What follows belongs to an exercise in optimizing a design on an open flow for small area; a production flow would make more cautious choices. The RTL was checked by simulation tests, not by an equivalence proof against the original design. Power figures rest on the tool's default switching activity, not on a simulated workload.

==> run H <==
Design scene_fetch, start of the top module:
module scene_fetch (
  input  logic                 clk,
  input  logic                 reset,
  input  logic                 start,
  input  logic [31:0]          base_addr,
  output logic                 avm_m0_read,
  output logic [31:0]          avm_m0_address,
  output logic [1:0]           avm_m0_byteenable,
  input  logic                 avm_m0_waitrequest,
  input  logic [15:0]          avm_m0_readdata,
  input  logic                 avm_m0_readdatavalid,
  output logic [191:0]         o_ray,
  output logic                 o_ray_valid,
  output logic [287:0]         o_tri,
  output logic [31:0]          o_tri_index,
  output logic                 o_tri_valid,
  input  logic                 i_tri_ready,
  output logic                 o_tri_last,
  output logic [31:0]          o_tri_cnt,
  output logic                 o_busy,
  output logic                 o_done
);
  rt_pkg::fetch_state_e state_q;
  logic [287:0] rec_q;
  logic [191:0] ray_q;
  logic [31:0]  cnt_q, idx_q, idx_inc, cnt_new;
  logic [4:0]   rec_len;
  logic         idle, fetching, hold, last_hw, is_last, last_q, load;
  assign idle     = (state_q == rt_pkg::StIdle0) || (state_q == rt_pkg::StIdle1);
  assign hold     = (state_q == rt_pkg::StHold);
  assign fetching = (state_q == rt_pkg::StRay) || (state_q == rt_pkg::StCnt) || (state_q == rt_pkg::StTri);
  assign load     = idle && start;
  logic [31:0] idx_c;
  always_comb begin
    idx_c[0] = 1'b1;
    for (int i = 1; i < 32; i++) idx_c[i] = idx_c[i-1] & idx_q[i-1];
  end
  assign idx_inc  = idx_q ^ idx_c;
  assign is_last  = (idx_inc == cnt_q);
  assign cnt_new  = {avm_m0_readdata, rec_q[287:272]};
  always_comb begin
    unique case (state_q)
      rt_pkg::StRay: rec_len = 5'(rt_pkg::RAY_HWORDS);
      rt_pkg::StCnt: rec_len = 5'(rt_pkg::CNT_HWORDS);
      default:       rec_len = 5'(rt_pkg::TRI_HWORDS);
    endcase
  end
  avm_read_issuer u_issuer (
    .clk           (clk),
    .load_i        (load),
    .load_addr_i   (base_addr),
    .active_i      (fetching),
    .rec_len_i     (rec_len),
    .rsp_i         (avm_m0_readdatavalid),
    .waitrequest_i (avm_m0_waitrequest),
    .read_o        (avm_m0_read),
    .address_o     (avm_m0_address),
    .rec_done_o    (last_hw)
  );
  ...
==> flow/config.mk <==
export PLATFORM = sky130hd
export DESIGN_NAME = scene_fetch
export DESIGN_NICKNAME = scene_fetch
export VERILOG_FILES = /design/flow/design.v
export SDC_FILE = /design/flow/constraint.sdc
export NUM_CORES = 4
export LEC_CHECK = 0
export CAP_MARGIN = 20
export CORE_MARGIN = 2
export CORE_UTILIZATION = 60
export GPL_ROUTABILITY_DRIVEN = 0
export GPL_TIMING_DRIVEN = 0
export SLEW_MARGIN = 20
export BUFFER_PORTS_ARGS = -buffer_cell sky130_fd_sc_hd__buf_1
export CTS_ARGS = -sink_clustering_enable -repair_clock_nets -dont_use_dummy_load -buf_list sky130_fd_sc_hd__clkbuf_8 -sink_clustering_size 20 -sink_clustering_max_diameter 50
==> flow/constraint.sdc <==
create_clock -name core_clock -period 10.0 [get_ports {clk}]
set_input_delay 2.0000 -clock core_clock [delete_from_list [all_inputs] [get_ports {clk}]]
set_output_delay 2.0000 -clock core_clock [all_outputs]
set_load 0.01 [all_outputs]
standard.sh (not shown) runs the stock make flow with config.mk's settings and CLKGATE_MAP_FILE= SYNTH_SCRIPT=/design/flow/synth_recipe.tcl, a recipe that flattens the netlist after the stock synthesis.
==> flow/flow/run.sh <==
#!/bin/bash
# The standard layout (standard.sh) with these changes:
# - synthesis maps logic with an area-oriented ABC script (flow/area.abc); the rest of the
#   synthesis, and so every register, is the standard one;
# - ports get the smallest buffer (buf_1) instead of the one buffer_ports picks by default;
# - CTS uses smaller clock buffers, larger sink clusters and no dummy loads.
set -eo pipefail
here=$(pwd)
cfg="${FLOW_CONFIG:-config.mk}"
cat >> "$cfg" <<'EOF'
export BUFFER_PORTS_ARGS = -buffer_cell sky130_fd_sc_hd__buf_1
export CTS_ARGS = -sink_clustering_enable -repair_clock_nets -dont_use_dummy_load -buf_list sky130_fd_sc_hd__clkbuf_8 -sink_clustering_size 20 -sink_clustering_max_diameter 50
EOF
export AREA_ABC_SCRIPT="$here/flow/area.abc"
{ head -n 1 synth_recipe.tcl; cat flow/abc_override.tcl; tail -n +2 synth_recipe.tcl; } > flow_synth.tcl
sed "s#SYNTH_SCRIPT=[^ ]*#SYNTH_SCRIPT=$here/flow_synth.tcl#" standard.sh > flow_standard.sh
grep -q "SYNTH_SCRIPT=$here/flow_synth.tcl" flow_standard.sh
bash flow_standard.sh > standard.log 2>&1
==> flow/flow/abc_override.tcl <==
# Technology mapping with an area-oriented ABC script (flow/area.abc) instead of ORFS's
# speed script; everything else in the synthesis is the standard one.
proc abc {args} {
  set out {}
  for {set i 0} {$i < [llength $args]} {incr i} {
    set a [lindex $args $i]
    if {$a eq "-script"} { incr i; lappend out -script $::env(AREA_ABC_SCRIPT); continue }
    if {$a eq "-D"} { incr i; continue }
    lappend out $a
  }
  yosys abc {*}$out
}
==> flow/flow/area.abc <==
strash
dch -f
amap
topo
==> inputs of run K, as changes to run H <==
==> flow/run.sh (new file) <==
#!/bin/bash
# synth_recipe.tcl (not shown) runs the flow's synth.tcl, then flattens the netlist and writes it again
# the make line also repeats each setting of config.mk as NAME=value (left out here)
make -C /OpenROAD-flow-scripts/flow DESIGN_CONFIG=/design/flow/config.mk WORK_HOME=/design/flow/orfs CLKGATE_MAP_FILE= SYNTH_SCRIPT=/design/flow/synth_recipe.tcl finish
- BUFFER_PORTS_ARGS: -buffer_cell sky130_fd_sc_hd__buf_1 -> unset
- CTS_ARGS: -sink_clustering_enable -repair_clock_nets -dont_use_dummy_load -buf_list sky130_fd_sc_hd__clkbuf_8 -sink_clustering_size 20 -sink_clustering_max_diameter 50 -> unset
- CTS_BUF_LIST: unset -> sky130_fd_sc_hd__clkbuf_8
- CTS_CLUSTER_DIAMETER: unset -> 40
- CTS_CLUSTER_SIZE: unset -> 14
- GPL_ROUTABILITY_DRIVEN: 0 -> unset
- GPL_TIMING_DRIVEN: 0 -> unset
removed: flow/flow/run.sh
removed: flow/flow/abc_override.tcl
removed: flow/flow/area.abc
removed: flow/standard.sh
==> summary of the runs <==
Run K finished with timing, DRC and antenna clean. Run H completed with no timing, DRC or antenna violations.
In run H the sequential share of layout area is higher than in run K, by 12 points.
In run H the clock power is lower than in run K, by about 33%.
First-iteration DRC count: run K is higher than run H (about 40%).
In run K the sequential power is higher than in run H, by about 3%.
Flip-flop and latch count is the same in run K and run H.

## what the ideal ports hide
The results above use ideal ports. As a check the final layouts listed here were re-extracted and re-timed, cells and wires unchanged.
Step 1 sets driving cells, clkbuf_16 on the clock port and buf_2 on the other inputs (assumed; they add their load-dependent delay and slew).
Step 2 also shifts input and output timing later by t, the mid clock arrival at the registers, as if the neighbouring blocks saw the same clock.
Three values: no drivers, after step 1, after step 2; two values: the first two.
run	t, ns	slack for setup (ns)	worst slew at a driven data input, ns
run H	0.613	2.056 / 2.056 / 1.822	0.09
run K	0.669	1.988 / 1.995 / 1.326	0.12
After both steps every run listed still meets setup and hold. The setup slack of run K, which loses most, moves by +0.007 ns with the drivers and by -0.662 ns with both steps.
